What follows belongs to an exercise in optimizing a design on an open flow for small area, a short achievable clock period and few clock cycles per item; a production flow would make more cautious choices. At most, simulation tests tie the RTL to the original design; equivalence was not proved.

## run 1
==> flow/design.v <==
`timescale 1ns / 1ps
package urr_pkg;
  localparam int STATE_W = 48;
  localparam int DATA_W  = 32;
  localparam int DRAW_W  = 31;
  localparam int DRAW_LSB = STATE_W - DRAW_W;
  localparam int MULT_W = 35;
  localparam logic [MULT_W-1:0]  LCG_MULT = 35'h5DEECE66D;
  localparam logic [STATE_W-1:0] LCG_INC  = 48'hB;
  localparam int DIG_W    = 4;                  
  localparam int DIGS     = 2;                  
  localparam int STEP_W   = DIG_W * DIGS;       
  localparam int STEPS    = STATE_W / STEP_W;   
  localparam int STEP_CNT_W = $clog2(STEPS);
  localparam int ACC_W    = MULT_W;             
  localparam int DIGP_W   = MULT_W + DIG_W;     
  localparam int SUM_W    = ACC_W + STEP_W;     
  localparam int SHIFT_W  = $clog2(DATA_W);
endpackage
`timescale 1ns / 1ps
module uniform_range_random_unit (
  input  logic                          clk,
  input  logic                          rst,
  input  logic                          seed_write,
  input  logic [urr_pkg::STATE_W-1:0]   seed_data,
  input  logic                          in_valid,
  output logic                          in_stall,
  input  logic [urr_pkg::DATA_W-1:0]    range_low,
  input  logic [urr_pkg::DATA_W-1:0]    range_high,
  output logic                          out_valid,
  input  logic                          out_stall,
  output logic [urr_pkg::DATA_W-1:0]    value,
  output logic                          range_error
);
  typedef enum logic [2:0] {
    S_IDLE,    
    S_PREP,    
    S_CHECK,   
    S_DIV,     
    S_TDIV,    
    S_TCMP,    
    S_DONE     
  } state_t;
  state_t                              state;
  logic [urr_pkg::DATA_W-1:0]          lo;
  logic [urr_pkg::DATA_W-1:0]          m;       
  logic                                err;
  logic [urr_pkg::DATA_W-1:0]          r;       
  logic [urr_pkg::DATA_W-1:0]          nb;      
  logic [urr_pkg::SHIFT_W-1:0]         k;       
  logic                                tval;    
  logic [urr_pkg::STATE_W-1:0]         x;       
  logic [urr_pkg::ACC_W-1:0]           acc;
  logic [urr_pkg::STEP_CNT_W-1:0]      lcnt;
  logic                                xrdy;
  function automatic logic [urr_pkg::DIGP_W-1:0] mul_dig(input logic [urr_pkg::DIG_W-1:0] dg);
    mul_dig = '0;
    for (int i = 1; i < (1 << urr_pkg::DIG_W); i++) begin
      mul_dig = mul_dig | ({urr_pkg::DIGP_W{dg == urr_pkg::DIG_W'(i)}} &
                           (urr_pkg::DIGP_W'(urr_pkg::LCG_MULT) * urr_pkg::DIGP_W'(i)));
    end
  endfunction
  logic [urr_pkg::ACC_W-1:0]  acc_c;
  logic                       lci;
  logic [urr_pkg::SUM_W-1:0]  pp [urr_pkg::DIGS];          
  logic [urr_pkg::SUM_W-1:0]  cs_s [urr_pkg::DIGS+1];       
  logic [urr_pkg::SUM_W-1:0]  cs_c [urr_pkg::DIGS+1];
  logic [urr_pkg::STEP_W:0]   lres;                         
  assign cs_s[0] = urr_pkg::SUM_W'(acc);
  assign cs_c[0] = urr_pkg::SUM_W'(acc_c);
  for (genvar i = 0; i < urr_pkg::DIGS; i++) begin : g_csa
    assign pp[i]     = urr_pkg::SUM_W'(mul_dig(x[i*urr_pkg::DIG_W +: urr_pkg::DIG_W])) << (i*urr_pkg::DIG_W);
    assign cs_s[i+1] = cs_s[i] ^ cs_c[i] ^ pp[i];
    assign cs_c[i+1] = ((cs_s[i] & cs_c[i]) | (cs_s[i] & pp[i]) | (cs_c[i] & pp[i])) << 1;
  end
  assign lres = (urr_pkg::STEP_W+1)'(cs_s[urr_pkg::DIGS][urr_pkg::STEP_W-1:0]) +
                (urr_pkg::STEP_W+1)'(cs_c[urr_pkg::DIGS][urr_pkg::STEP_W-1:0]) +
                (urr_pkg::STEP_W+1)'(lci);
  logic [urr_pkg::DRAW_W-1:0] d;
  assign d = x[urr_pkg::STATE_W-1:urr_pkg::DRAW_LSB];
  logic                       pow2;
  logic [urr_pkg::SHIFT_W-1:0] lz;
  logic                       ge;        
  logic [urr_pkg::DATA_W-1:0] bt;        
  always_comb begin
    pow2 = (((m >> 1) & ~m) == '0);
    lz   = '0;
    for (int i = 0; i < urr_pkg::DATA_W; i++) begin
      if (m[i]) lz = urr_pkg::SHIFT_W'(urr_pkg::DATA_W - 1 - i);
    end
    ge = ({1'b0, d} > m);
    bt = (~m) << lz;
  end
  logic                       cin;
  logic [urr_pkg::DATA_W:0]   sum;
  logic                       cout;
  assign cin  = (state == S_PREP);
  assign sum  = {1'b0, r} + {1'b0, nb} + (urr_pkg::DATA_W+1)'(cin);
  assign cout = sum[urr_pkg::DATA_W];
  assign in_stall = !((state == S_IDLE) || ((state == S_DONE) && !out_valid));
  always_ff @(posedge clk) begin
    if (!in_stall) begin
      lo <= range_low;
    end
    if (rst) begin
      state     <= S_IDLE;
      x         <= urr_pkg::LCG_INC;    
      xrdy      <= 1'b1;
      out_valid <= 1'b0;
    end else begin
      if (out_valid && !out_stall) begin
        out_valid <= 1'b0;
      end
      if (!xrdy) begin
        x     <= {lres[urr_pkg::STEP_W-1:0], x[urr_pkg::STATE_W-1:urr_pkg::STEP_W]};
        acc   <= urr_pkg::ACC_W'(cs_s[urr_pkg::DIGS] >> urr_pkg::STEP_W);
        acc_c <= urr_pkg::ACC_W'(cs_c[urr_pkg::DIGS] >> urr_pkg::STEP_W);
        lci   <= lres[urr_pkg::STEP_W];
        lcnt <= lcnt + 1'b1;
        if (lcnt == urr_pkg::STEP_CNT_W'(urr_pkg::STEPS-1)) xrdy <= 1'b1;
      end
      case (state)
        S_PREP: begin
          m     <= sum[urr_pkg::DATA_W-1:0];
          err   <= !cout;
          tval  <= 1'b0;
          state <= cout ? S_CHECK : S_DONE;
        end
        S_CHECK: begin
          if (xrdy) begin
            if (pow2) begin
              r     <= {1'b0, d} & m;
              nb    <= lo;
              state <= S_DONE;
            end else if (ge) begin
              r     <= {1'b0, d};
              nb    <= {1'b1, bt[urr_pkg::DATA_W-1:1]};
              k     <= lz - 1'b1;
              state <= S_DIV;
            end else if (tval) begin
              nb    <= ~{1'b0, d};
              state <= S_TCMP;
            end else begin
              r     <= ~m;
              nb    <= bt;
              k     <= lz;
              state <= S_TDIV;
            end
            if (pow2 || ge) begin
              xrdy <= 1'b0;
              acc  <= urr_pkg::ACC_W'(urr_pkg::LCG_INC);
              acc_c <= '0;
              lci  <= 1'b0;
              lcnt <= '0;
            end
          end
        end
        S_TDIV, S_DIV: begin
          if (cout) r <= sum[urr_pkg::DATA_W-1:0];
          nb <= {1'b1, nb[urr_pkg::DATA_W-1:1]};
          k  <= k - 1'b1;
          if (k == '0) begin
            if (state == S_TDIV) begin
              nb    <= ~{1'b0, d};
              tval  <= 1'b1;
              state <= S_TCMP;
            end else begin
              nb    <= lo;
              state <= S_DONE;
            end
          end
        end
        S_TCMP: begin
          if (!cout) begin
            r     <= {1'b0, d};
            nb    <= lo;
            state <= S_DONE;
          end else begin
            state <= S_CHECK;
          end
          xrdy <= 1'b0;
          acc  <= urr_pkg::ACC_W'(urr_pkg::LCG_INC);
              acc_c <= '0;
              lci  <= 1'b0;
          lcnt <= '0;
        end
        default: ;
      endcase
      if ((state == S_DONE) && !out_valid) begin
        value       <= err ? '0 : sum[urr_pkg::DATA_W-1:0];
        range_error <= err;
        out_valid   <= 1'b1;
        state       <= S_IDLE;
      end
      if (!in_stall) begin
        r  <= range_high;
        nb <= ~range_low;
        if (seed_write) begin
          x    <= seed_data;
          xrdy <= 1'b0;
          acc  <= urr_pkg::ACC_W'(urr_pkg::LCG_INC);
              acc_c <= '0;
              lci  <= 1'b0;
          lcnt <= '0;
        end
        if (in_valid) begin
          state <= S_PREP;
        end
      end
    end
  end
endmodule
Settings: LEC_CHECK=0, CAP_MARGIN=20, CORE_MARGIN=2, CORE_UTILIZATION=40, SLEW_MARGIN=20; clock period 11.0 ns.
run.sh (not shown) runs the stock make flow with config.mk's settings and CLKGATE_MAP_FILE= SYNTH_SCRIPT=/design/flow/synth_recipe.tcl, a recipe that flattens the netlist after the stock synthesis.
Input-level comparison between run 2 and run 1:
diff --git a/flow/design.v b/flow/design.v
--- a/flow/design.v
+++ b/flow/design.v
@@ -10,14 +10,12 @@
   localparam int DIG_W    = 4;                  
   localparam int DIGS     = 2;                  
   localparam int STEP_W   = DIG_W * DIGS;       
   localparam int STEPS    = STATE_W / STEP_W;   
   localparam int STEP_CNT_W = $clog2(STEPS);
   localparam int ACC_W    = MULT_W;             
-  localparam int DIGP_W   = MULT_W + DIG_W;     
-  localparam int SUM_W    = ACC_W + STEP_W;     
   localparam int SHIFT_W  = $clog2(DATA_W);
 endpackage
 `timescale 1ns / 1ps
 module uniform_range_random_unit (
   input  logic                          clk,
   input  logic                          rst,
@@ -50,35 +48,25 @@
   logic [urr_pkg::SHIFT_W-1:0]         k;       
   logic                                tval;    
   logic [urr_pkg::STATE_W-1:0]         x;       
   logic [urr_pkg::ACC_W-1:0]           acc;
   logic [urr_pkg::STEP_CNT_W-1:0]      lcnt;
   logic                                xrdy;
-  function automatic logic [urr_pkg::DIGP_W-1:0] mul_dig(input logic [urr_pkg::DIG_W-1:0] dg);
-    mul_dig = '0;
-    for (int i = 1; i < (1 << urr_pkg::DIG_W); i++) begin
-      mul_dig = mul_dig | ({urr_pkg::DIGP_W{dg == urr_pkg::DIG_W'(i)}} &
-                           (urr_pkg::DIGP_W'(urr_pkg::LCG_MULT) * urr_pkg::DIGP_W'(i)));
+  function automatic logic [urr_pkg::MULT_W+urr_pkg::DIG_W-1:0] mul_dig(
+      input logic [urr_pkg::DIG_W-1:0] dg);
+    mul_dig = (urr_pkg::MULT_W+urr_pkg::DIG_W)'(dg) *
+              (urr_pkg::MULT_W+urr_pkg::DIG_W)'(urr_pkg::LCG_MULT);
+  endfunction
+  logic [urr_pkg::ACC_W+urr_pkg::STEP_W-1:0] lsum;
+  always_comb begin
+    lsum = (urr_pkg::ACC_W+urr_pkg::STEP_W)'(acc);
+    for (int i = 0; i < urr_pkg::DIGS; i++) begin
+      lsum = lsum + ((urr_pkg::ACC_W+urr_pkg::STEP_W)'(mul_dig(x[i*urr_pkg::DIG_W +: urr_pkg::DIG_W]))
+                     << (i*urr_pkg::DIG_W));
     end
-  endfunction
-  logic [urr_pkg::ACC_W-1:0]  acc_c;
-  logic                       lci;
-  logic [urr_pkg::SUM_W-1:0]  pp [urr_pkg::DIGS];          
-  logic [urr_pkg::SUM_W-1:0]  cs_s [urr_pkg::DIGS+1];       
-  logic [urr_pkg::SUM_W-1:0]  cs_c [urr_pkg::DIGS+1];
-  logic [urr_pkg::STEP_W:0]   lres;                         
-  assign cs_s[0] = urr_pkg::SUM_W'(acc);
-  assign cs_c[0] = urr_pkg::SUM_W'(acc_c);
-  for (genvar i = 0; i < urr_pkg::DIGS; i++) begin : g_csa
-    assign pp[i]     = urr_pkg::SUM_W'(mul_dig(x[i*urr_pkg::DIG_W +: urr_pkg::DIG_W])) << (i*urr_pkg::DIG_W);
-    assign cs_s[i+1] = cs_s[i] ^ cs_c[i] ^ pp[i];
-    assign cs_c[i+1] = ((cs_s[i] & cs_c[i]) | (cs_s[i] & pp[i]) | (cs_c[i] & pp[i])) << 1;
   end
-  assign lres = (urr_pkg::STEP_W+1)'(cs_s[urr_pkg::DIGS][urr_pkg::STEP_W-1:0]) +
-                (urr_pkg::STEP_W+1)'(cs_c[urr_pkg::DIGS][urr_pkg::STEP_W-1:0]) +
-                (urr_pkg::STEP_W+1)'(lci);
   logic [urr_pkg::DRAW_W-1:0] d;
   assign d = x[urr_pkg::STATE_W-1:urr_pkg::DRAW_LSB];
   logic                       pow2;
   logic [urr_pkg::SHIFT_W-1:0] lz;
   logic                       ge;        
   logic [urr_pkg::DATA_W-1:0] bt;        
@@ -109,16 +97,14 @@
       out_valid <= 1'b0;
     end else begin
       if (out_valid && !out_stall) begin
         out_valid <= 1'b0;
       end
       if (!xrdy) begin
-        x     <= {lres[urr_pkg::STEP_W-1:0], x[urr_pkg::STATE_W-1:urr_pkg::STEP_W]};
-        acc   <= urr_pkg::ACC_W'(cs_s[urr_pkg::DIGS] >> urr_pkg::STEP_W);
-        acc_c <= urr_pkg::ACC_W'(cs_c[urr_pkg::DIGS] >> urr_pkg::STEP_W);
-        lci   <= lres[urr_pkg::STEP_W];
+        x    <= {lsum[urr_pkg::STEP_W-1:0], x[urr_pkg::STATE_W-1:urr_pkg::STEP_W]};
+        acc  <= urr_pkg::ACC_W'(lsum >> urr_pkg::STEP_W);
         lcnt <= lcnt + 1'b1;
         if (lcnt == urr_pkg::STEP_CNT_W'(urr_pkg::STEPS-1)) xrdy <= 1'b1;
       end
       case (state)
         S_PREP: begin
           m     <= sum[urr_pkg::DATA_W-1:0];
@@ -146,14 +132,12 @@
               k     <= lz;
               state <= S_TDIV;
             end
             if (pow2 || ge) begin
               xrdy <= 1'b0;
               acc  <= urr_pkg::ACC_W'(urr_pkg::LCG_INC);
-              acc_c <= '0;
-              lci  <= 1'b0;
               lcnt <= '0;
             end
           end
         end
         S_TDIV, S_DIV: begin
           if (cout) r <= sum[urr_pkg::DATA_W-1:0];
@@ -177,14 +161,12 @@
             state <= S_DONE;
           end else begin
             state <= S_CHECK;
           end
           xrdy <= 1'b0;
           acc  <= urr_pkg::ACC_W'(urr_pkg::LCG_INC);
-              acc_c <= '0;
-              lci  <= 1'b0;
           lcnt <= '0;
         end
         default: ;
       endcase
       if ((state == S_DONE) && !out_valid) begin
         value       <= err ? '0 : sum[urr_pkg::DATA_W-1:0];
@@ -196,14 +178,12 @@
         r  <= range_high;
         nb <= ~range_low;
         if (seed_write) begin
           x    <= seed_data;
           xrdy <= 1'b0;
           acc  <= urr_pkg::ACC_W'(urr_pkg::LCG_INC);
-              acc_c <= '0;
-              lci  <= 1'b0;
           lcnt <= '0;
         end
         if (in_valid) begin
           state <= S_PREP;
         end
       end
==> comparison <==
Compared with run 1, run 2 shows multi-input gate area in the final layout that has gone up by more than 10%.
Delta (run 2 minus run 1): met3 track demand over resource now sits lower; sum of met3 wire segment lengths after detailed routing now sits lower; non-clock buffer count went down by about 8%; post-synthesis compound-gate area fraction moved up.
Across both runs, critical path depth was higher for run 2 than for run 1.
Going from run 1 to run 2, the die area was enlarged.
Looking at critical path startpoint, the m[10]$_DFFE_PP_ result is from run 1; the x[6]$_SDFF_PP0_ one comes from run 2.
Going from run 1 to run 2, the global-route usage was found to have gone up by 0.72 points.
Cell area after synthesis, run 2 vs run 1: up by a little under 10%
Taking run 1 as the reference, in run 2 via count of the routed design +2,080, iteration-0 DRC count of the detailed router -14%.
Every run (run 2 and run 1) finished clean.
Cmp run 2 and run 1 / count of multi-input gates / higher: run 2
Sort run 2 and run 1 by total CTS buffers desc -> top: run 1
No run of this note included a check of the RTL's function; only the layout flow was run.


Setup of amber:
uniform_range_random_unit, a different RTL version from the one above (not shown whole).
Size: roughly 3,700 cells after synthesis, ~420 flip-flops, about 150 I/O pins.
Settings: LEC_CHECK=0, CAP_MARGIN=20, CORE_MARGIN=2, CORE_UTILIZATION=40, SLEW_MARGIN=20; clock period 11.0 ns.
Here is what was changed in the inputs of nickel compared with amber.
diff --git a/flow/design.v b/flow/design.v
--- a/flow/design.v
+++ b/flow/design.v
@@ -99,22 +99,24 @@
   end
   assign lres = (urr_pkg::STEP_W+1)'(cs_s[urr_pkg::DIGS][urr_pkg::STEP_W-1:0]) +
                 (urr_pkg::STEP_W+1)'(cs_c[urr_pkg::DIGS][urr_pkg::STEP_W-1:0]) +
                 (urr_pkg::STEP_W+1)'(lci);
   logic [DW-1:0] dz;                                       
   assign dz = {1'b0, dc};
   logic          pow2;
   logic          narrow;
   logic [SW-1:0] lz;
   logic [DW-1:0] bk;          
   always_comb begin
+    pow2   = (((m >> 1) & ~m) == '0);
+    narrow = (m[DW-1:NW] == '0);
     lz     = '0;
     for (int i = 0; i < DW; i++) begin
       if (m[i]) lz = SW'(DW - 1 - i);
     end
     bk = (~m) << ks;
   end
   logic [NW-1:0] nrem0;
   logic [2:0]    np0;         
   logic [SW-1:0] nk0;         
   always_comb begin
     if (m[8] | m[7]) begin
@@ -159,35 +161,29 @@
   end
   always_comb begin
     nrem = nt[NW-1:0];
     for (int q = 1; q < 8; q++) begin
       if (eq[q][NW3]) nrem = eq[q][NW-1:0];
     end
   end
   logic [DW:0] sum;
   logic        cout;
   assign sum  = {1'b0, r} + {1'b0, nb} + (DW+1)'(cin);
   assign cout = sum[DW];
-  logic [DW-1:0] mn;
-  logic          pow2_n, narrow_n;
-  assign mn       = sum[DW-1:0];
-  assign pow2_n   = (((mn >> 1) & ~mn) == '0);
-  assign narrow_n = (mn[DW-1:NW] == '0);
   logic last;           
   logic div_ok;         
   logic ndiv_ok;
   logic tcmp_ok;        
   logic tcmp_known;     
   logic consume;        
   logic ov_d;
-  logic open_d;
   assign last       = (k == '0);
   logic redir;
   assign redir      = !tmode && !ge && !tval;
   assign div_ok     = ge | tval;
   assign ndiv_ok    = ge | tval;
   assign tcmp_ok    = !cout;
   assign tcmp_known = dlt | m[DW-1];
   assign consume    = ((state == S_DONE) && !out_valid && !err) || (state == S_REJ);
   always_comb begin
     state_d = state;
     case (state)
@@ -212,36 +208,28 @@
       end
       S_REJ:   state_d = S_CHECK;
       S_DONE:  if (!out_valid) state_d = S_IDLE;
       default: state_d = S_IDLE;
     endcase
     if (open_q && in_valid) state_d = S_PREP;
     if (rst) state_d = S_IDLE;
     ov_d = out_valid;
     if (out_valid && !out_stall) ov_d = 1'b0;
     if ((state == S_DONE) && !out_valid) ov_d = 1'b1;
     if (rst) ov_d = 1'b0;
-    open_d = rst || !(open_q && in_valid) &&
-             ((state == S_IDLE) ||
-              ((state == S_DONE) && !out_valid) ||
-              (((state == S_CHECK) && xrdy && pow2) ||
-               ((state == S_DIV) && last && div_ok) ||
-               ((state == S_NDIV) && last && ndiv_ok) ||
-               ((state == S_TACC) && tcmp_known) ||
-               ((state == S_DONE) && out_valid)) && !ov_d);
   end
   always_ff @(posedge clk) begin
     state     <= state_d;
     out_valid <= ov_d;
-    in_stall  <= !open_d;
-    open_q    <= open_d;
+    in_stall  <= !((state_d == S_IDLE) || ((state_d == S_DONE) && !ov_d && (state != S_PREP)));
+    open_q    <= (state_d == S_IDLE) || ((state_d == S_DONE) && !ov_d && (state != S_PREP));
     ge        <= (dz > m);
     cin       <= open_q && in_valid;
     if (lclr) begin
       acc   <= urr_pkg::ACC_W'(urr_pkg::LCG_INC);
       acc_c <= '0;
       lci   <= 1'b0;
       lcnt  <= '0;
       lclr  <= 1'b0;
     end else if (sbusy) begin
       s     <= {lres[urr_pkg::STEP_W-1:0], s[urr_pkg::STATE_W-1:urr_pkg::STEP_W]};
       acc   <= urr_pkg::ACC_W'(cs_s[urr_pkg::DIGS] >> urr_pkg::STEP_W);
@@ -279,25 +267,23 @@
       xrdy  <= 1'b1;
       srdy  <= 1'b0;
       sbusy <= 1'b1;
     end else if (srdy && !qrdy) begin
       dq    <= s[urr_pkg::STATE_W-1:urr_pkg::DRAW_LSB];
       qrdy  <= 1'b1;
       srdy  <= 1'b0;
       sbusy <= 1'b1;
     end
     case (state)
       S_PREP: begin
-        m      <= sum[DW-1:0];
-        pow2   <= pow2_n;
-        narrow <= narrow_n;
+        m    <= sum[DW-1:0];
         err  <= !cout;
         tval <= 1'b0;
         dlt  <= 1'b0;
       end
       S_CHECK: begin
         c1 <= ~m[NW3-1:0];
         c3 <= ~(NW3'(3) * m[NW3-1:0] + NW3'(2));
         c5 <= ~(NW3'(5) * m[NW3-1:0] + NW3'(4));
         c7 <= ~(NW3'(7) * m[NW3-1:0] + NW3'(6));
         if (pow2) begin
           r  <= dz & m;
## What came out
- Simple-gate area share of the yosys netlist: nickel vs amber — no meaningful difference
- Against amber as the reference, nickel delivers a higher final setup slack of the worst path.
- Setup clock skew after layout on nickel is behind amber.
- nickel against amber; final instance count without filler cells is down by a few percent.
- Against amber, nickel comes in 0.70% lower on number of flops mapped to enable cells by yosys.
- Looking at post-synthesis compound-gate area fraction, nickel sits 1.2 points lower than amber does.
- Compared with amber, area of the placeable core in nickel decreased slightly.
- Against amber, nickel reports a final period utilization that is lower.
- | synthesized area | nickel vs amber | 1.6% lower |
- Looking at end point of the critical path, the r[3] result is from amber; the r[0] one comes from nickel.
- Going from amber to nickel, utilization after layout level; instance area at placement fell by about 2%.
- Comparing nickel and amber, the higher final wirelength was measured on amber.
- Clock period minus final worst setup slack: nickel vs amber down 150 ps
Testbench counts of nickel, summed over its fixed seeds: cycles 31,111, items 3,200.
The RTL of amber was laid out without a check of its function.

[what the ideal ports hide]
In the flow no input, the clock included, has a driving cell. The finished layouts below were timed again as built, in two steps. Step 1: set_driving_cell puts a clkbuf_16 on clk and a buf_2 on each other input, an assumption about the parent block. Step 2 moves the port delays by t, midway between the first and last clock arrival at a register: inputs arrive t later, outputs are due t later. That takes back most of the time a late clock gives input paths. Slacks: ideal / step 1 / step 2; pairs: ideal / step 1.
run | t (ns) | setup slack, ns | hold slack, ns | latest minus earliest clock arrival (ns)
run 1 | 0.625 | 5.592 / 5.592 / 5.592 | 0.554 / 0.554 / 0.554 | 0.020 / 0.020
run 2 | 0.624 | 2.853 / 2.853 / 2.853 | 0.563 / 0.563 / 0.563 | 0.044 / 0.044
amber | 0.678 | 6.395 / 6.395 / 6.395 | 0.470 / 0.470 / 0.470 | 0.034 / 0.034
nickel | 0.664 | 6.544 / 6.544 / 6.544 | 0.470 / 0.470 / 0.470 | 0.050 / 0.050
After both steps setup and hold are still met in every run listed.
